This is an optimization exercise on Yosys and OpenROAD, whose aim is small area and a short achievable clock period, not a production implementation. Function was checked by simulation only, so behaviour that the tests miss may differ from the original. Power figures rest on the tool's default switching activity, not on a simulated workload.

## flow/design.v (module list and top-level ports; edited modules follow where they fit)
// module signed_mult_pipe: 2135 lines
// module sine_mix_framer: 112 lines
module sine_mix_framer #(
    parameter int                   ADC_WIDTH    = 16,
    parameter int                   REF_WIDTH    = 32,
    parameter int                   C_DATA_WIDTH = 48,
    parameter logic [sine_mix_pkg::CNT_WIDTH-1:0] FRAME_LEN    = 10'd1000
) (
    input  logic                           clk,
    input  logic                           rst_n,
    input  logic signed [ADC_WIDTH-1:0]    adc_data,
    input  logic signed [REF_WIDTH-1:0]    ref_data,
    input  logic                           adc_valid,
    input  logic                           frame_start,
    input  logic                           cont_mode,
    output logic signed [C_DATA_WIDTH-1:0] DATA_out,
    output logic                           DATA_out_valid,
    output logic                           DATA_sof,
    output logic                           DATA_eof,
    input  logic                           DATA_out_ready,
    output logic                           busy,
    output logic [15:0]                    drop_count
);
  // ...
==> flow/flow/run.sh <==
#!/bin/bash
# Layout flow: the standard ORFS flow (standard.sh) with two changes.
#  - Yosys synth runs with -noabc, so the generic ABC pass does not restructure the
#    explicit adder tree before extract_fa maps it onto full/half adder cells. The
#    registers (names, count, cell types) are the same as the standard synthesis's.
#  - Port buffers use sky130_fd_sc_hd__buf_2 instead of the default choice.
# ORFS writes each step's full log under orfs/logs/; make's own output goes to flow_make.log.
set -euo pipefail
bash standard.sh SYNTH_ARGS=-noabc "BUFFER_PORTS_ARGS=-buffer_cell sky130_fd_sc_hd__buf_2" finish > flow_make.log 2>&1
==> flow/standard.sh <==
#!/bin/bash
# synth_recipe.tcl (not shown) runs the flow's synth.tcl, then flattens the netlist and writes it again
# the make line also repeats each setting of config.mk as NAME=value (left out here)
make -C /OpenROAD-flow-scripts/flow DESIGN_CONFIG=/design/flow/config.mk WORK_HOME=/design/flow/orfs CLKGATE_MAP_FILE= SYNTH_SCRIPT=/design/flow/synth_recipe.tcl "${@:-finish}"
==> flow/config.mk <==
export PLATFORM = sky130hd
export DESIGN_NAME = sine_mix_framer
export DESIGN_NICKNAME = sine_mix_framer
export VERILOG_FILES = /design/flow/design.v
export SDC_FILE = /design/flow/constraint.sdc
export NUM_CORES = 4
export LEC_CHECK = 0
export CAP_MARGIN = 20
export CORE_MARGIN = 2
export CORE_UTILIZATION = 60
export CTS_BUF_LIST = sky130_fd_sc_hd__clkbuf_8
export SETUP_SLACK_MARGIN = 3.2
export SLEW_MARGIN = 20
==> flow/constraint.sdc <==
create_clock -name core_clock -period 7.0 [get_ports {clk}]
set_input_delay 1.4000 -clock core_clock [delete_from_list [all_inputs] [get_ports {clk}]]
set_output_delay 1.4000 -clock core_clock [all_outputs]
set_load 0.01 [all_outputs]
==> results by group, run 1 <==
Run status
  • Status: timing/DRC/antenna clean

Pwr
  • Top Consumer: combinational logic
  • Reg power frac: about 14%
  • Leak pwr: 0.00731 µW

Placed design
  • Port bufs: around 120
  • Post-DP HPWL: 27.0 mm

Clocking
  • Worst-path clk slew: 90 ps
  • CTS Hold Bufs: 0
  • Clock latency (worst-skew pair): 470 ps

Global routing
  • First-pass GRT wire length: 63.6 mm
  • Grt total ovfl: 0
  • M1 GR Usage: a little over two fifths

Cells and area
  • Inverters: 36
  • Layout Cells excl Fill: 1,924

Drt
  • Vias: 11,855
  • Routed length on met2: 19.4 mm
  • Final antenna-violating net count: 0
  • Via density: 6.16

Synthesis
  • Synthesized instance count: 1,524
  • Multiplexer share of the synthesized area: 0.168%
  • Seq/Total Area, Yosys: 20.8%

Timing
  • Max_slew headroom: 45.4%

Critical path
  • Reg2Reg Launch Point: u_mult.bd_one[0]
  • WP buf/inv: 1

Floorplan
  • Well Taps: 335
==> run 2, diff against run 1 <==
--- a/flow/design.v
+++ b/flow/design.v
@@ -21,19 +21,19 @@
     output logic signed [P_WIDTH-1:0] p
 );
     logic [7:0] bd_one, bd_two, bd_neg;
     logic [7:0] e_one, e_two, e_neg;
     logic [16:0] a_x;
     assign a_x = {a, 1'b0};
     logic [31:0] b_q;
     logic [47:0] s0, s1, sum_o;
-    logic [7:0] bg_d, bg_q;
-    logic [7:0] bp_d, bp_q;
-    logic [8:0] bc;
+    logic [11:0] bg_d, bg_q;
+    logic [11:0] bp_d, bp_q;
+    logic [12:0] bc;
     logic [47:0] p_q;
     logic pp1;
     logic pp2;
     logic pp3;
     logic pp4;
     logic pp5;
     logic pp6;
     logic pp7;
@@ -975,54 +975,16 @@
     logic pg943;
     logic pp_944;
     logic pg945;
     logic pp_946;
     logic pg947;
     logic pp_948;
     logic pg949;
     logic pp_950;
-    logic pg951;
-    logic pp_952;
-    logic pg953;
-    logic pp_954;
-    logic pg955;
-    logic pp_956;
-    logic pg957;
-    logic pp_958;
-    logic pg959;
-    logic pp_960;
-    logic pg961;
-    logic pp_962;
-    logic pg963;
-    logic pp_964;
-    logic pg965;
-    logic pp_966;
-    logic pg967;
-    logic pp_968;
-    logic pg969;
-    logic pp_970;
-    logic pg971;
-    logic pp_972;
-    logic pg973;
-    logic pp_974;
-    logic pg975;
-    logic pp_976;
-    logic pg977;
-    logic pp_978;
-    logic pg979;
-    logic pp_980;
-    logic pg981;
-    logic pp_982;
-    logic pg983;
-    logic pp_984;
-    logic pg985;
-    logic pp_986;
-    logic pg987;
-    logic pp_988;
     for (genvar i = 0; i < 8; i++) begin : g_enc
         assign e_one[i] = a_x[2*i+1] ^ a_x[2*i];
         assign e_two[i] = (a_x[2*i+2] & ~a_x[2*i+1] & ~a_x[2*i]) | (~a_x[2*i+2] & a_x[2*i+1] & a_x[2*i]);
         assign e_neg[i] = a_x[2*i+2];
     end
     assign pp1 = (bd_one[0] & b_q[0]) ^ bd_neg[0];
     assign pp2 = ((bd_one[0] & b_q[1]) | (bd_two[0] & b_q[0])) ^ bd_neg[0];
     assign pp3 = ((bd_one[0] & b_q[2]) | (bd_two[0] & b_q[1])) ^ bd_neg[0];
@@ -1856,232 +1818,202 @@
     assign pg829 = cg729 | (cp777 & cg728);
     assign pp_830 = cp777 & cp776;
     assign pg831 = cg730 | (cp778 & cg729);
     assign pp_832 = cp778 & cp777;
     assign pg833 = cg731 | (cp779 & cg730);
     assign pp_834 = cp779 & cp778;
     assign pg835 = cg732 | (cp780 & cg731);
     assign pp_836 = cp780 & cp779;
-    assign pg837 = cg733 | (cp781 & cg732);
-    assign pp_838 = cp781 & cp780;
-    assign pg839 = cg734 | (cp782 & cg733);
-    assign pp_840 = cp782 & cp781;
-    assign pg841 = pg821 | (pp_822 & cg723);
-    assign pp_842 = pp_822 & cp771;
-    assign pg843 = pg823 | (pp_824 & pg819);
-    assign pp_844 = pp_824 & pp_820;
-    assign pg845 = pg825 | (pp_826 & pg821);
-    assign pp_846 = pp_826 & pp_822;
-    assign pg847 = pg827 | (pp_828 & pg823);
-    assign pp_848 = pp_828 & pp_824;
-    assign pg849 = pg829 | (pp_830 & pg825);
-    assign pp_850 = pp_830 & pp_826;
-    assign pg851 = pg831 | (pp_832 & pg827);
-    assign pp_852 = pp_832 & pp_828;
-    assign pg853 = pg833 | (pp_834 & pg829);
-    assign pp_854 = pp_834 & pp_830;
-    assign pg855 = pg835 | (pp_836 & pg831);
-    assign pp_856 = pp_836 & pp_832;
-    assign pg857 = pg837 | (pp_838 & pg833);
-    assign pp_858 = pp_838 & pp_834;
-    assign pg859 = pg839 | (pp_840 & pg835);
-    assign pp_860 = pp_840 & pp_836;
-    assign pg861 = pg845 | (pp_846 & cg723);
-    assign pp_862 = pp_846 & cp771;
-    assign pg863 = pg847 | (pp_848 & pg819);
-    assign pp_864 = pp_848 & pp_820;
-    assign pg865 = pg849 | (pp_850 & pg841);
-    assign pp_866 = pp_850 & pp_842;
-    assign pg867 = pg851 | (pp_852 & pg843);
-    assign pp_868 = pp_852 & pp_844;
-    assign pg869 = pg853 | (pp_854 & pg845);
-    assign pp_870 = pp_854 & pp_846;
-    assign pg871 = pg855 | (pp_856 & pg847);
-    assign pp_872 = pp_856 & pp_848;
-    assign pg873 = pg857 | (pp_858 & pg849);
-    assign pp_874 = pp_858 & pp_850;
-    assign pg875 = pg859 | (pp_860 & pg851);
-    assign pp_876 = pp_860 & pp_852;
-    assign pg877 = pg869 | (pp_870 & cg723);
-    assign pp_878 = pp_870 & cp771;
-    assign pg879 = pg871 | (pp_872 & pg819);
-    assign pp_880 = pp_872 & pp_820;
-    assign pg881 = pg873 | (pp_874 & pg841);
-    assign pp_882 = pp_874 & pp_842;
-    assign pg883 = pg875 | (pp_876 & pg843);
-    assign pp_884 = pp_876 & pp_844;
+    assign pg837 = pg821 | (pp_822 & cg723);
+    assign pp_838 = pp_822 & cp771;
+    assign pg839 = pg823 | (pp_824 & pg819);
+    assign pp_840 = pp_824 & pp_820;
+    assign pg841 = pg825 | (pp_826 & pg821);
+    assign pp_842 = pp_826 & pp_822;
+    assign pg843 = pg827 | (pp_828 & pg823);
+    assign pp_844 = pp_828 & pp_824;
+    assign pg845 = pg829 | (pp_830 & pg825);
+    assign pp_846 = pp_830 & pp_826;
+    assign pg847 = pg831 | (pp_832 & pg827);
+    assign pp_848 = pp_832 & pp_828;
+    assign pg849 = pg833 | (pp_834 & pg829);
+    assign pp_850 = pp_834 & pp_830;
+    assign pg851 = pg835 | (pp_836 & pg831);
+    assign pp_852 = pp_836 & pp_832;
+    assign pg853 = pg841 | (pp_842 & cg723);
+    assign pp_854 = pp_842 & cp771;
+    assign pg855 = pg843 | (pp_844 & pg819);
+    assign pp_856 = pp_844 & pp_820;
+    assign pg857 = pg845 | (pp_846 & pg837);
+    assign pp_858 = pp_846 & pp_838;
+    assign pg859 = pg847 | (pp_848 & pg839);
+    assign pp_860 = pp_848 & pp_840;
+    assign pg861 = pg849 | (pp_850 & pg841);
+    assign pp_862 = pp_850 & pp_842;
+    assign pg863 = pg851 | (pp_852 & pg843);
+    assign pp_864 = pp_852 & pp_844;
+    assign pg865 = pg861 | (pp_862 & cg723);
+    assign pp_866 = pp_862 & cp771;
+    assign pg867 = pg863 | (pp_864 & pg819);
+    assign pp_868 = pp_864 & pp_820;
     assign sum_o[0] = cp771;
     assign sum_o[1] = cp772 ^ cg723;
     assign sum_o[2] = cp773 ^ pg819;
-    assign sum_o[3] = cp774 ^ pg841;
-    assign sum_o[4] = cp775 ^ pg843;
-    assign sum_o[5] = cp776 ^ pg861;
-    assign sum_o[6] = cp777 ^ pg863;
-    assign sum_o[7] = cp778 ^ pg865;
-    assign sum_o[8] = cp779 ^ pg867;
-    assign sum_o[9] = cp780 ^ pg877;
-    assign sum_o[10] = cp781 ^ pg879;
-    assign sum_o[11] = cp782 ^ pg881;
-    assign bg_d[0] = pg883;
-    assign bp_d[0] = pp_884;
-    assign pg885 = cg736 | ((cp784 & s0[12]) & s1[12]);
-    assign pp_886 = cp784 & cp783;
-    assign pg887 = cg737 | (cp785 & cg736);
-    assign pp_888 = cp785 & cp784;
-    assign pg889 = cg738 | (cp786 & cg737);
-    assign pp_890 = cp786 & cp785;
-    assign pg891 = pg887 | (pp_888 & cg735);
-    assign pp_892 = pp_888 & cp783;
-    assign pg893 = pg889 | (pp_890 & pg885);
-    assign pp_894 = pp_890 & pp_886;
-    assign sum_o[12] = cp783;
-    assign sum_o[13] = cp784 ^ cg735;
-    assign sum_o[14] = cp785 ^ pg885;
-    assign sum_o[15] = cp786 ^ pg891;
-    assign bg_d[1] = pg893;
-    assign bp_d[1] = pp_894;
-    assign pg895 = cg740 | ((cp788 & s0[16]) & s1[16]);
-    assign pp_896 = cp788 & cp787;
-    assign pg897 = cg741 | (cp789 & cg740);
-    assign pp_898 = cp789 & cp788;
-    assign pg899 = cg742 | (cp790 & cg741);
-    assign pp_900 = cp790 & cp789;
-    assign pg901 = pg897 | (pp_898 & cg739);
-    assign pp_902 = pp_898 & cp787;
-    assign pg903 = pg899 | (pp_900 & pg895);
-    assign pp_904 = pp_900 & pp_896;
+    assign sum_o[3] = cp774 ^ pg837;
+    assign sum_o[4] = cp775 ^ pg839;
+    assign sum_o[5] = cp776 ^ pg853;
+    assign sum_o[6] = cp777 ^ pg855;
+    assign sum_o[7] = cp778 ^ pg857;
+    assign sum_o[8] = cp779 ^ pg859;
+    assign sum_o[9] = cp780 ^ pg865;
+    assign bg_d[0] = pg867;
+    assign bp_d[0] = pp_868;
+    assign pg869 = cg734 | ((cp782 & s0[10]) & s1[10]);
+    assign pp_870 = cp782 & cp781;
+    assign pg871 = cg735 | (cp783 & cg734);
+    assign pp_872 = cp783 & cp782;
+    assign pg873 = pg871 | (pp_872 & cg733);
+    assign pp_874 = pp_872 & cp781;
+    assign sum_o[10] = cp781;
+    assign sum_o[11] = cp782 ^ cg733;
+    assign sum_o[12] = cp783 ^ pg869;
+    assign bg_d[1] = pg873;
+    assign bp_d[1] = pp_874;
+    assign pg875 = cg737 | ((cp785 & s0[13]) & s1[13]);
+    assign pp_876 = cp785 & cp784;
+    assign pg877 = cg738 | (cp786 & cg737);
+    assign pp_878 = cp786 & cp785;
+    assign pg879 = pg877 | (pp_878 & cg736);
+    assign pp_880 = pp_878 & cp784;
+    assign sum_o[13] = cp784;
+    assign sum_o[14] = cp785 ^ cg736;
+    assign sum_o[15] = cp786 ^ pg875;
+    assign bg_d[2] = pg879;
+    assign bp_d[2] = pp_880;
+    assign pg881 = cg740 | ((cp788 & s0[16]) & s1[16]);
+    assign pp_882 = cp788 & cp787;
+    assign pg883 = cg741 | (cp789 & cg740);
+    assign pp_884 = cp789 & cp788;
+    assign pg885 = pg883 | (pp_884 & cg739);
+    assign pp_886 = pp_884 & cp787;
     assign sum_o[16] = cp787;
     assign sum_o[17] = cp788 ^ cg739;
-    assign sum_o[18] = cp789 ^ pg895;
-    assign sum_o[19] = cp790 ^ pg901;
-    assign bg_d[2] = pg903;
-    assign bp_d[2] = pp_904;
-    assign pg905 = cg744 | ((cp792 & s0[20]) & s1[20]);
-    assign pp_906 = cp792 & cp791;
-    assign pg907 = cg745 | (cp793 & cg744);
-    assign pp_908 = cp793 & cp792;
-    assign pg909 = cg746 | (cp794 & cg745);
-    assign pp_910 = cp794 & cp793;
-    assign pg911 = pg907 | (pp_908 & cg743);
-    assign pp_912 = pp_908 & cp791;
-    assign pg913 = pg909 | (pp_910 & pg905);
-    assign pp_914 = pp_910 & pp_906;
-    assign sum_o[20] = cp791;
-    assign sum_o[21] = cp792 ^ cg743;
-    assign sum_o[22] = cp793 ^ pg905;
-    assign sum_o[23] = cp794 ^ pg911;
-    assign bg_d[3] = pg913;
-    assign bp_d[3] = pp_914;
-    assign pg915 = cg748 | ((cp796 & s0[24]) & s1[24]);
-    assign pp_916 = cp796 & cp795;
-    assign pg917 = cg749 | (cp797 & cg748);
-    assign pp_918 = cp797 & cp796;
-    assign pg919 = cg750 | (cp798 & cg749);
-    assign pp_920 = cp798 & cp797;
-    assign pg921 = pg917 | (pp_918 & cg747);
-    assign pp_922 = pp_918 & cp795;
-    assign pg923 = pg919 | (pp_920 & pg915);
-    assign pp_924 = pp_920 & pp_916;
-    assign sum_o[24] = cp795;
-    assign sum_o[25] = cp796 ^ cg747;
-    assign sum_o[26] = cp797 ^ pg915;
-    assign sum_o[27] = cp798 ^ pg921;
-    assign bg_d[4] = pg923;
-    assign bp_d[4] = pp_924;
-    assign pg925 = cg752 | ((cp800 & s0[28]) & s1[28]);
-    assign pp_926 = cp800 & cp799;
-    assign pg927 = cg753 | (cp801 & cg752);
-    assign pp_928 = cp801 & cp800;
-    assign pg929 = cg754 | (cp802 & cg753);
-    assign pp_930 = cp802 & cp801;
-    assign pg931 = pg927 | (pp_928 & cg751);
-    assign pp_932 = pp_928 & cp799;
-    assign pg933 = pg929 | (pp_930 & pg925);
-    assign pp_934 = pp_930 & pp_926;
+    assign sum_o[18] = cp789 ^ pg881;
+    assign bg_d[3] = pg885;
+    assign bp_d[3] = pp_886;
+    assign pg887 = cg743 | ((cp791 & s0[19]) & s1[19]);
+    assign pp_888 = cp791 & cp790;
+    assign pg889 = cg744 | (cp792 & cg743);
+    assign pp_890 = cp792 & cp791;
+    assign pg891 = pg889 | (pp_890 & cg742);
+    assign pp_892 = pp_890 & cp790;
+    assign sum_o[19] = cp790;
+    assign sum_o[20] = cp791 ^ cg742;
+    assign sum_o[21] = cp792 ^ pg887;
+    assign bg_d[4] = pg891;
+    assign bp_d[4] = pp_892;
+    assign pg893 = cg746 | ((cp794 & s0[22]) & s1[22]);
+    assign pp_894 = cp794 & cp793;
+    assign pg895 = cg747 | (cp795 & cg746);
+    assign pp_896 = cp795 & cp794;
+    assign pg897 = pg895 | (pp_896 & cg745);
+    assign pp_898 = pp_896 & cp793;
+    assign sum_o[22] = cp793;
+    assign sum_o[23] = cp794 ^ cg745;
+    assign sum_o[24] = cp795 ^ pg893;
+    assign bg_d[5] = pg897;
+    assign bp_d[5] = pp_898;
+    assign pg899 = cg749 | ((cp797 & s0[25]) & s1[25]);
+    assign pp_900 = cp797 & cp796;
+    assign pg901 = cg750 | (cp798 & cg749);
+    assign pp_902 = cp798 & cp797;
+    assign pg903 = pg901 | (pp_902 & cg748);
+    assign pp_904 = pp_902 & cp796;
+    assign sum_o[25] = cp796;
+    assign sum_o[26] = cp797 ^ cg748;
+    assign sum_o[27] = cp798 ^ pg899;
+    assign bg_d[6] = pg903;
+    assign bp_d[6] = pp_904;
+    assign pg905 = cg752 | ((cp800 & s0[28]) & s1[28]);
+    assign pp_906 = cp800 & cp799;
+    assign pg907 = cg753 | (cp801 & cg752);
+    assign pp_908 = cp801 & cp800;
+    assign pg909 = pg907 | (pp_908 & cg751);
+    assign pp_910 = pp_908 & cp799;
     assign sum_o[28] = cp799;
     assign sum_o[29] = cp800 ^ cg751;
-    assign sum_o[30] = cp801 ^ pg925;
-    assign sum_o[31] = cp802 ^ pg931;
-    assign bg_d[5] = pg933;
-    assign bp_d[5] = pp_934;
-    assign pg935 = cg756 | ((cp804 & s0[32]) & s1[32]);
-    assign pp_936 = cp804 & cp803;
-    assign pg937 = cg757 | (cp805 & cg756);
-    assign pp_938 = cp805 & cp804;
-    assign pg939 = cg758 | (cp806 & cg757);
-    assign pp_940 = cp806 & cp805;
-    assign pg941 = pg937 | (pp_938 & cg755);
-    assign pp_942 = pp_938 & cp803;
-    assign pg943 = pg939 | (pp_940 & pg935);
-    assign pp_944 = pp_940 & pp_936;
-    assign sum_o[32] = cp803;
-    assign sum_o[33] = cp804 ^ cg755;
-    assign sum_o[34] = cp805 ^ pg935;
-    assign sum_o[35] = cp806 ^ pg941;
-    assign bg_d[6] = pg943;
-    assign bp_d[6] = pp_944;
-    assign pg945 = cg760 | ((cp808 & s0[36]) & s1[36]);
-    assign pp_946 = cp808 & cp807;
-    assign pg947 = cg761 | (cp809 & cg760);
-    assign pp_948 = cp809 & cp808;
-    assign pg949 = cg762 | (cp810 & cg761);
-    assign pp_950 = cp810 & cp809;
-    assign pg951 = pg947 | (pp_948 & cg759);
-    assign pp_952 = pp_948 & cp807;
-    assign pg953 = pg949 | (pp_950 & pg945);
-    assign pp_954 = pp_950 & pp_946;
-    assign sum_o[36] = cp807;
-    assign sum_o[37] = cp808 ^ cg759;
-    assign sum_o[38] = cp809 ^ pg945;
-    assign sum_o[39] = cp810 ^ pg951;
-    assign bg_d[7] = pg953;
-    assign bp_d[7] = pp_954;
-    assign pg955 = cg764 | ((cp812 & s0[40]) & s1[40]);
-    assign pp_956 = cp812 & cp811;
-    assign pg957 = cg765 | (cp813 & cg764);
-    assign pp_958 = cp813 & cp812;
-    assign pg959 = cg766 | (cp814 & cg765);
-    assign pp_960 = cp814 & cp813;
-    assign pg961 = cg767 | (cp815 & cg766);
-    assign pp_962 = cp815 & cp814;
-    assign pg963 = cg768 | (cp816 & cg767);
-    assign pp_964 = cp816 & cp815;
-    assign pg965 = cg769 | (cp817 & cg768);
-    assign pp_966 = cp817 & cp816;
-    assign pg967 = cg770 | (cp818 & cg769);
-    assign pp_968 = cp818 & cp817;
-    assign pg969 = pg957 | (pp_958 & cg763);
-    assign pp_970 = pp_958 & cp811;
-    assign pg971 = pg959 | (pp_960 & pg955);
-    assign pp_972 = pp_960 & pp_956;
-    assign pg973 = pg961 | (pp_962 & pg957);
-    assign pp_974 = pp_962 & pp_958;
-    assign pg975 = pg963 | (pp_964 & pg959);
-    assign pp_976 = pp_964 & pp_960;
-    assign pg977 = pg965 | (pp_966 & pg961);
-    assign pp_978 = pp_966 & pp_962;
-    assign pg979 = pg967 | (pp_968 & pg963);
-    assign pp_980 = pp_968 & pp_964;
-    assign pg981 = pg973 | (pp_974 & cg763);
-    assign pp_982 = pp_974 & cp811;
-    assign pg983 = pg975 | (pp_976 & pg955);
-    assign pp_984 = pp_976 & pp_956;
-    assign pg985 = pg977 | (pp_978 & pg969);
-    assign pp_986 = pp_978 & pp_970;
-    assign pg987 = pg979 | (pp_980 & pg971);
-    assign pp_988 = pp_980 & pp_972;
+    assign sum_o[30] = cp801 ^ pg905;
+    assign bg_d[7] = pg909;
+    assign bp_d[7] = pp_910;
+    assign pg911 = cg755 | ((cp803 & s0[31]) & s1[31]);
+    assign pp_912 = cp803 & cp802;
+    assign pg913 = cg756 | (cp804 & cg755);
+    assign pp_914 = cp804 & cp803;
+    assign pg915 = pg913 | (pp_914 & cg754);
+    assign pp_916 = pp_914 & cp802;
+    assign sum_o[31] = cp802;
+    assign sum_o[32] = cp803 ^ cg754;
+    assign sum_o[33] = cp804 ^ pg911;
+    assign bg_d[8] = pg915;
+    assign bp_d[8] = pp_916;
+    assign pg917 = cg758 | ((cp806 & s0[34]) & s1[34]);
+    assign pp_918 = cp806 & cp805;
+    assign pg919 = cg759 | (cp807 & cg758);
+    assign pp_920 = cp807 & cp806;
+    assign pg921 = pg919 | (pp_920 & cg757);
+    assign pp_922 = pp_920 & cp805;
+    assign sum_o[34] = cp805;
+    assign sum_o[35] = cp806 ^ cg757;
+    assign sum_o[36] = cp807 ^ pg917;
+    assign bg_d[9] = pg921;
+    assign bp_d[9] = pp_922;
+    assign pg923 = cg761 | ((cp809 & s0[37]) & s1[37]);
+    assign pp_924 = cp809 & cp808;
+    assign pg925 = cg762 | (cp810 & cg761);
+    assign pp_926 = cp810 & cp809;
+    assign pg927 = pg925 | (pp_926 & cg760);
+    assign pp_928 = pp_926 & cp808;
+    assign sum_o[37] = cp808;
+    assign sum_o[38] = cp809 ^ cg760;
+    assign sum_o[39] = cp810 ^ pg923;
+    assign bg_d[10] = pg927;
+    assign bp_d[10] = pp_928;
+    assign pg929 = cg764 | ((cp812 & s0[40]) & s1[40]);
+    assign pp_930 = cp812 & cp811;
+    assign pg931 = cg765 | (cp813 & cg764);
+    assign pp_932 = cp813 & cp812;
+    assign pg933 = pg931 | (pp_932 & cg763);
+    assign pp_934 = pp_932 & cp811;
     assign sum_o[40] = cp811;
     assign sum_o[41] = cp812 ^ cg763;
-    assign sum_o[42] = cp813 ^ pg955;
-    assign sum_o[43] = cp814 ^ pg969;
-    assign sum_o[44] = cp815 ^ pg971;
-    assign sum_o[45] = cp816 ^ pg981;
-    assign sum_o[46] = cp817 ^ pg983;
-    assign sum_o[47] = cp818 ^ pg985;
+    assign sum_o[42] = cp813 ^ pg929;
+    assign bg_d[11] = pg933;
+    assign bp_d[11] = pp_934;
+    assign pg935 = cg767 | ((cp815 & s0[43]) & s1[43]);
+    assign pp_936 = cp815 & cp814;
+    assign pg937 = cg768 | (cp816 & cg767);
+    assign pp_938 = cp816 & cp815;
+    assign pg939 = cg769 | (cp817 & cg768);
+    assign pp_940 = cp817 & cp816;
+    assign pg941 = cg770 | (cp818 & cg769);
+    assign pp_942 = cp818 & cp817;
+    assign pg943 = pg937 | (pp_938 & cg766);
+    assign pp_944 = pp_938 & cp814;
+    assign pg945 = pg939 | (pp_940 & pg935);
+    assign pp_946 = pp_940 & pp_936;
+    assign pg947 = pg941 | (pp_942 & pg937);
+    assign pp_948 = pp_942 & pp_938;
+    assign pg949 = pg947 | (pp_948 & cg766);
+    assign pp_950 = pp_948 & cp814;
+    assign sum_o[43] = cp814;
+    assign sum_o[44] = cp815 ^ cg766;
+    assign sum_o[45] = cp816 ^ pg935;
+    assign sum_o[46] = cp817 ^ pg943;
+    assign sum_o[47] = cp818 ^ pg945;
     always_ff @(posedge clk) begin
         bd_one <= e_one;
         bd_two <= e_two;
         bd_neg <= e_neg;
         b_q <= b;
         p_q <= sum_o;
         bg_q <= bg_d;
         bp_q <= bp_d;
@@ -2090,64 +2022,68 @@
     assign bc[1] = bg_q[0] | (bp_q[0] & bc[0]);
     assign bc[2] = bg_q[1] | (bp_q[1] & bc[1]);
     assign bc[3] = bg_q[2] | (bp_q[2] & bc[2]);
     assign bc[4] = bg_q[3] | (bp_q[3] & bc[3]);
     assign bc[5] = bg_q[4] | (bp_q[4] & bc[4]);
     assign bc[6] = bg_q[5] | (bp_q[5] & bc[5]);
     assign bc[7] = bg_q[6] | (bp_q[6] & bc[6]);
     assign bc[8] = bg_q[7] | (bp_q[7] & bc[7]);
+    assign bc[9] = bg_q[8] | (bp_q[8] & bc[8]);
+    assign bc[10] = bg_q[9] | (bp_q[9] & bc[9]);
+    assign bc[11] = bg_q[10] | (bp_q[10] & bc[10]);
+    assign bc[12] = bg_q[11] | (bp_q[11] & bc[11]);
     assign p[0] = p_q[0];
     assign p[1] = p_q[1];
     assign p[2] = p_q[2];
     assign p[3] = p_q[3];
     assign p[4] = p_q[4];
     assign p[5] = p_q[5];
     assign p[6] = p_q[6];
     assign p[7] = p_q[7];
     assign p[8] = p_q[8];
     assign p[9] = p_q[9];
-    assign p[10] = p_q[10];
-    assign p[11] = p_q[11];
-    assign p[12] = p_q[12] ^ bc[1];
-    assign p[13] = p_q[13] ^ (bc[1] & (&p_q[12:12]));
-    assign p[14] = p_q[14] ^ (bc[1] & (&p_q[13:12]));
-    assign p[15] = p_q[15] ^ (bc[1] & (&p_q[14:12]));
-    assign p[16] = p_q[16] ^ bc[2];
-    assign p[17] = p_q[17] ^ (bc[2] & (&p_q[16:16]));
-    assign p[18] = p_q[18] ^ (bc[2] & (&p_q[17:16]));
-    assign p[19] = p_q[19] ^ (bc[2] & (&p_q[18:16]));
-    assign p[20] = p_q[20] ^ bc[3];
-    assign p[21] = p_q[21] ^ (bc[3] & (&p_q[20:20]));
-    assign p[22] = p_q[22] ^ (bc[3] & (&p_q[21:20]));
-    assign p[23] = p_q[23] ^ (bc[3] & (&p_q[22:20]));
-    assign p[24] = p_q[24] ^ bc[4];
-    assign p[25] = p_q[25] ^ (bc[4] & (&p_q[24:24]));
-    assign p[26] = p_q[26] ^ (bc[4] & (&p_q[25:24]));
-    assign p[27] = p_q[27] ^ (bc[4] & (&p_q[26:24]));
-    assign p[28] = p_q[28] ^ bc[5];
-    assign p[29] = p_q[29] ^ (bc[5] & (&p_q[28:28]));
-    assign p[30] = p_q[30] ^ (bc[5] & (&p_q[29:28]));
-    assign p[31] = p_q[31] ^ (bc[5] & (&p_q[30:28]));
-    assign p[32] = p_q[32] ^ bc[6];
-    assign p[33] = p_q[33] ^ (bc[6] & (&p_q[32:32]));
-    assign p[34] = p_q[34] ^ (bc[6] & (&p_q[33:32]));
-    assign p[35] = p_q[35] ^ (bc[6] & (&p_q[34:32]));
-    assign p[36] = p_q[36] ^ bc[7];
-    assign p[37] = p_q[37] ^ (bc[7] & (&p_q[36:36]));
-    assign p[38] = p_q[38] ^ (bc[7] & (&p_q[37:36]));
-    assign p[39] = p_q[39] ^ (bc[7] & (&p_q[38:36]));
-    assign p[40] = p_q[40] ^ bc[8];
-    assign p[41] = p_q[41] ^ (bc[8] & (&p_q[40:40]));
-    assign p[42] = p_q[42] ^ (bc[8] & (&p_q[41:40]));
-    assign p[43] = p_q[43] ^ (bc[8] & (&p_q[42:40]));
-    assign p[44] = p_q[44] ^ (bc[8] & (&p_q[43:40]));
-    assign p[45] = p_q[45] ^ (bc[8] & (&p_q[44:40]));
-    assign p[46] = p_q[46] ^ (bc[8] & (&p_q[45:40]));
-    assign p[47] = p_q[47] ^ (bc[8] & (&p_q[46:40]));
+    assign p[10] = p_q[10] ^ bc[1];
+    assign p[11] = p_q[11] ^ (bc[1] & (&p_q[10:10]));
+    assign p[12] = p_q[12] ^ (bc[1] & (&p_q[11:10]));
+    assign p[13] = p_q[13] ^ bc[2];
+    assign p[14] = p_q[14] ^ (bc[2] & (&p_q[13:13]));
+    assign p[15] = p_q[15] ^ (bc[2] & (&p_q[14:13]));
+    assign p[16] = p_q[16] ^ bc[3];
+    assign p[17] = p_q[17] ^ (bc[3] & (&p_q[16:16]));
+    assign p[18] = p_q[18] ^ (bc[3] & (&p_q[17:16]));
+    assign p[19] = p_q[19] ^ bc[4];
+    assign p[20] = p_q[20] ^ (bc[4] & (&p_q[19:19]));
+    assign p[21] = p_q[21] ^ (bc[4] & (&p_q[20:19]));
+    assign p[22] = p_q[22] ^ bc[5];
+    assign p[23] = p_q[23] ^ (bc[5] & (&p_q[22:22]));
+    assign p[24] = p_q[24] ^ (bc[5] & (&p_q[23:22]));
+    assign p[25] = p_q[25] ^ bc[6];
+    assign p[26] = p_q[26] ^ (bc[6] & (&p_q[25:25]));
+    assign p[27] = p_q[27] ^ (bc[6] & (&p_q[26:25]));
+    assign p[28] = p_q[28] ^ bc[7];
+    assign p[29] = p_q[29] ^ (bc[7] & (&p_q[28:28]));
+    assign p[30] = p_q[30] ^ (bc[7] & (&p_q[29:28]));
+    assign p[31] = p_q[31] ^ bc[8];
+    assign p[32] = p_q[32] ^ (bc[8] & (&p_q[31:31]));
+    assign p[33] = p_q[33] ^ (bc[8] & (&p_q[32:31]));
+    assign p[34] = p_q[34] ^ bc[9];
+    assign p[35] = p_q[35] ^ (bc[9] & (&p_q[34:34]));
+    assign p[36] = p_q[36] ^ (bc[9] & (&p_q[35:34]));
+    assign p[37] = p_q[37] ^ bc[10];
+    assign p[38] = p_q[38] ^ (bc[10] & (&p_q[37:37]));
+    assign p[39] = p_q[39] ^ (bc[10] & (&p_q[38:37]));
+    assign p[40] = p_q[40] ^ bc[11];
+    assign p[41] = p_q[41] ^ (bc[11] & (&p_q[40:40]));
+    assign p[42] = p_q[42] ^ (bc[11] & (&p_q[41:40]));
+    assign p[43] = p_q[43] ^ bc[12];
+    assign p[44] = p_q[44] ^ (bc[12] & (&p_q[43:43]));
+    assign p[45] = p_q[45] ^ (bc[12] & (&p_q[44:43]));
+    assign p[46] = p_q[46] ^ (bc[12] & (&p_q[45:43]));
+    assign p[47] = p_q[47] ^ (bc[12] & (&p_q[46:43]));
 endmodule
 module sine_mix_framer #(
     parameter int                   ADC_WIDTH    = 16,
     parameter int                   REF_WIDTH    = 32,
     parameter int                   C_DATA_WIDTH = 48,
     parameter logic [sine_mix_pkg::CNT_WIDTH-1:0] FRAME_LEN    = 10'd1000
 ) (
     input  logic                           clk,
--- a/flow/config.mk
+++ b/flow/config.mk
@@ -4,10 +4,10 @@
 export VERILOG_FILES = /design/flow/design.v
 export SDC_FILE = /design/flow/constraint.sdc
 export NUM_CORES = 4
 export LEC_CHECK = 0
 export CAP_MARGIN = 20
 export CORE_MARGIN = 2
 export CORE_UTILIZATION = 60
 export CTS_BUF_LIST = sky130_fd_sc_hd__clkbuf_8
-export SETUP_SLACK_MARGIN = 3.2
+export SETUP_SLACK_MARGIN = 3.3
 export SLEW_MARGIN = 20
==> run 2 against run 1 <==
Compared with the run above: final cell count decreased by 2.2%; largest cell class unchanged; hold slack improved by 5.9 ps; highest routed layer is now met4; sequential share of layout area increased by 1.1 points; total power decreased by 5.8%; synthesized area decreased by 0.46%; register-to-register slack improved by 70 ps; critical path type is now reg2out; setup slack improved by 7.2 ps.
==> results by group, run 2 <==
Run status
  • Status: timing/DRC/antenna clean (unchanged)

Synthesis
  • Dominant cell type by area after synthesis: fa_1 (unchanged)
  • Top cells by area, synth: fa_1, dfxtp_1, xnor2_1 (was fa_1, xnor2_1, dfxtp_1)
  • Multiplexer share of the synthesized area: 0.209% (was 0.168%)
  • Synth warnings: 2 (unchanged)
  • Synth top area share: 23.8% (was 23.6%)
  • Post-synth top flop: dfxtp_1 (unchanged)
  • Adder-cell share of the synthesized area: 32.2% (was 31.7%)
  • Seq/Total Area, Yosys: 21.9% (was 20.8%)
  • Count leader, synth: xnor2_1 (unchanged)
  • Synth Area in Compound Gates: 16.9% (was 17.1%)
  • Synthesized instance count: 1,486 (was 1,524)
  • Synth Register Bits: 162 (was 154)
  • Average cell area after synthesis: 10.5 µm² (was 10.3 µm²)
  • Post-synth EDFFs: 0 (unchanged)
  • Largest family of logic cells by synthesized area: adder cells (unchanged)
  • Yosys cell types: 53 (was 62)
  • Post-synthesis xor/xnor area fraction: 19.3% (was 19.2%)
  • Synthesized cell area: 15,600 µm² (was 15,700 µm²)
  • Syn_nets: 1,830 (was 1,864)
  • Async S/R FF share, synth: 21.6% (was 22.7%)
  • Synth top cells by count: xnor2_1, a22oi_1, fa_1 (unchanged)
  • Post-Synth Simple-Gate Area: 4.45% (was 5.60%)

Cells and area
  • Share of cells above drive strength 1: 22.7% (was 25.3%)
  • Largest register FFs: 48 (unchanged)
  • Fill cells: 1,949 (was 1,946)
  • Layout Cells excl Fill: 1,882 (was 1,924)
  • Top Registers: u_mult.p_q: 48 flops, u_mult.b_q: 32 flops, drop_count: 16 flops (unchanged)
  • Fin area: 17,900 µm² (was 18,200 µm²)
  • Reg with most FFs: u_mult.p_q (unchanged)
  • Commonest non-fill, non-tap cell in the layout: xnor2_1 (unchanged)
  • Area delta synth->final: 15.0% (was 16.0%)
  • Nets: 1,882 (was 1,915)
  • Most frequent cells in the layout: xnor2_1, a22oi_1, fa_1 (unchanged)

Critical path
  • Slowest stage delay, CP: 360 ps (was 540 ps)
  • CP Capture Type: output pin (was flip-flop)
  • Cell family with most CP delay: compound AO/OA/AOI/OAI gates (was adder cells)
  • WP buf/inv: 1 (unchanged)
  • Arrival @ worst endpoint: 2330 ps (was 4070 ps)
  • Most Frequent Cell on Critical Path: a21o_1
  • Startpoint type of the worst setup path: flip-flop (unchanged)
  • Setup CP Type: reg2out (was reg2reg)
  • Crit Path Max Fanout: 3 (was 14)
  • Slowest cell on the critical path: a211oi_4 (was fa_1)
  • Critical path, cell by cell: a211oi_4 > o21a_4 > o21ai_4 > a21o_1 > a21o_1 > ha_2 > xor2_1 > buf_2 (was buf_12 > a22oi_1 > xnor2_1 > ha_1 > fa_1 > fa_1 > ha_1 > and3_1 > a221oi_1 > a21boi_2 > o21ai_0 > a21o_1)
  • Worst Path Required: 5600 ps (was 7330 ps)

Global routing
  • GRT Util Overall: 30.4% (was 30.2%)
  • First-pass GRT wire length: 63.4 mm (was 63.6 mm)
  • Pin count of the biggest net entering global routing: 36 (unchanged)
  • Antenna violations before repair: 1 (unchanged)
  • Grt total ovfl: 0 (unchanged)
  • Vias in the first global route: 11,560 (was 11,709)

Drt
  • Final antenna-violating net count: 0 (unchanged)
  • First DRT Iteration DRCs: 1,302 (was 1,041)
  • Vias: 11,877 (was 11,855)
  • Wire length per cell: 22.6 µm (was 21.5 µm)
  • DRT Wirelength: 42.5 mm (was 41.4 mm)
  • Initial DRT Pass Iterations: 6 (was 5)
  • DRC: 0 (unchanged)
  • Via density: 6.31 (was 6.16)

Floorplan
  • Cell Rows: 58 (was 59)
  • Initial Utilization: 61.5% (was 60.6%)
  • Ports: 122 (unchanged)
  • Die W: 165 µm (was 166 µm)
  • Core area: 25,300 µm² (was 25,800 µm²)
  • Die Span Y: 165 µm (was 166 µm)
  • Die ar.: 27,300 µm² (was 27,400 µm²)

Min path
  • Hold crit path type: reg2reg (unchanged)

Clocking
  • Clock latency (worst-skew pair): 470 ps (about the same)
  • Worst-path clk slew: 110 ps (was 90 ps)
  • TritonCTS clock tree: done (unchanged)
  • Clk buf depth: 2 (unchanged)
  • H-tree levels: 4 (unchanged)
  • CTS root buf: clkbuf_8 (unchanged)
  • Clock Sinks: 162 (was 154)
  • CTS Buf Count: 17 (unchanged)

Placed design
  • Placed cell count: 1,792 (was 1,833)
  • Cell Area, Placed: 16,100 µm² (about the same)
  • GPL Wtd Cong: 0.827 (was 0.848)
  • Port bufs: 121 (unchanged)
  • Dpl ws: 2570 ps (was 2430 ps)
  • Post-DP HPWL: 27.1 mm (was 27.0 mm)

Pwr
  • Worst vdd ir: 648 µV (was 769 µV)
  • Leak pwr: 0.00740 µW (was 0.00731 µW)
  • PD cells: 550 nW/µm² (was 576 nW/µm²)

Timing
  • Final Max Slew Viols: 0 (unchanged)
  • Final TNS setup: 0 ps (unchanged)
  • Setup ws final: 3270 ps (was 3260 ps)
  • Slew @ Worst Pin: 762 ps (was 818 ps)
  • Tcrit/Tclk final: 53.3% (was 53.4%)
  • Final setup vio count: 0 (unchanged)
  • Period minus WS final: 3730 ps (was 3740 ps)
  • RSZ-0062 raised after global routing: yes (unchanged)
  • Fin. Hold Viols: 0 (unchanged)
  • Final Skew: 21.0 ps (was 17.0 ps)
  • Max_slew headroom: 49.2% (was 45.4%)
  • Max frequency: 0.268 GHz (was 0.267 GHz)

Run
  • Maxcap violations: 0 (unchanged)
## run 2: cell types whose count changed after synthesis, moves of 8 or more
| cell | change |
|---|---|
| buf_2 | -19 |
| nor2_1 | -10 |
| nor2b_1 | -8 |
| o21ai_0 | -11 |
| dfxtp_1 | +8 |
| buf_1 | +15 |
| a21o_1 | +17 |
| a21oi_1 | -20 |
## run 2: timing repair
item / in CTS / in global routing
endpoints found under the setup margin: 79 / 47
hold buffers: 0 / 0
pin swaps: 12 / 47
setup buffers: 18 / 34
gates resized for setup: 134 / 75
cloned: 0 / 5
endpoints found under the hold margin: 0 / 0
## run 2: power by group
group,switching (µW),internal [µW]
sequential,251,1350
clock,405,298
combinational,3700,3850
total,4350,5500
## run 2: cell type report
| class | count | area (µm²) | area share [%] |
|---|---|---|---|
| Sequential cell | 162 | 3610 | 20.1 |
| Inverter | 33 | 124 | 0.691 |
| Tap cell | 330 | 413 | 2.30 |
| Antenna cell | 1 | 2.50 | 0.0140 |
| Clock buffer | 17 | 234 | 1.31 |
| Multi-Input combinational cell | 1127 | 11800 | 65.7 |
| Clock inverter | 15 | 159 | 0.886 |
| Timing Repair Buffer | 197 | 1620 | 9.03 |
## run 2: logic make-up after synthesis
family                   after synthesis
AO/OA/AOI/OAI                        363
XOR/XNOR                             343
adder cells (fa/ha/maj)              290
buffers and inverters                197
flip-flops                           162
AND/OR/NAND/NOR                      128
multiplexers                           3
## run 2: path summary, 6_finish.rpt
| path | from | end | slack (ps) | cells past startpoint |
|---|---|---|---|---|
| setup reg to reg | u_mult.b_q[12] | u_mult.bg_q[2] | 3330 | 9 |
| hold reg to reg | eof_q | DATA_eof | 360 | 0 |
| min in group asynchronous | rst_n | DATA_out_valid | 970 | 1 |
| hold / removal | eof_q | DATA_eof | 360 | 0 |
| setup / recovery | u_mult.bp_q[1] | DATA_out[44] | 3270 | 8 |
| max in group asynchronous | rst_n | drop_count[9] | 5510 | 1 |
## run 2: per-layer routing
layer	track usage (%)	wire [µm]
met4	8.46	990
met3	6.89	4340
met5	0	0
met2	45.6	18800
met1	44.3	18300
## run 2: through the flow
step	hold WS [ps]	util (%)	power, µW
after floorplan	331	-	6720
after CTS	363	67.4	9160
after detailed placement	338	63.6	8290
after global placement	331	63.6	8120
after global routing	378	70.8	10900
final	358	70.8	9850
## run 2: worst reg2reg max path, stage by stage (launching register included)
cell and delay (ps):
dfxtp_4 510, a22oi_1 150, xnor2_1 360, fa_1 500, fa_1 440, fa_1 490
fa_1 530, ha_1 240, a21o_1 180, a21o_1 160

[afterwards: timing with drivers on the ports]
No port has a modelled driver above. Below, the same layouts with a new extraction and two added sets of constraints. Step 1 sets driving cells, clkbuf_16 on the clock port and buf_2 on the other inputs (assumed; they add their load-dependent delay and slew). Step 2, shift: input delay + t, output delay - t, t = (earliest + latest rising clock arrival at the registers) / 2. This alone moves slack from input paths to output paths. a / b / c = ideal ports / drivers / drivers and shift; a / b = the first two.
run | shift t [ns] | setup slack, ns | worst register clock-pin slew, ns | pins driven straight from the clock port
run 1 | 0.506 | 3.260 / 3.260 / 3.260 | 0.10 / 0.10 | 1
run 2 | 0.514 | 3.268 / 3.218 / 3.326 | 0.11 / 0.11 | 1
After both steps every run listed still meets setup and hold.
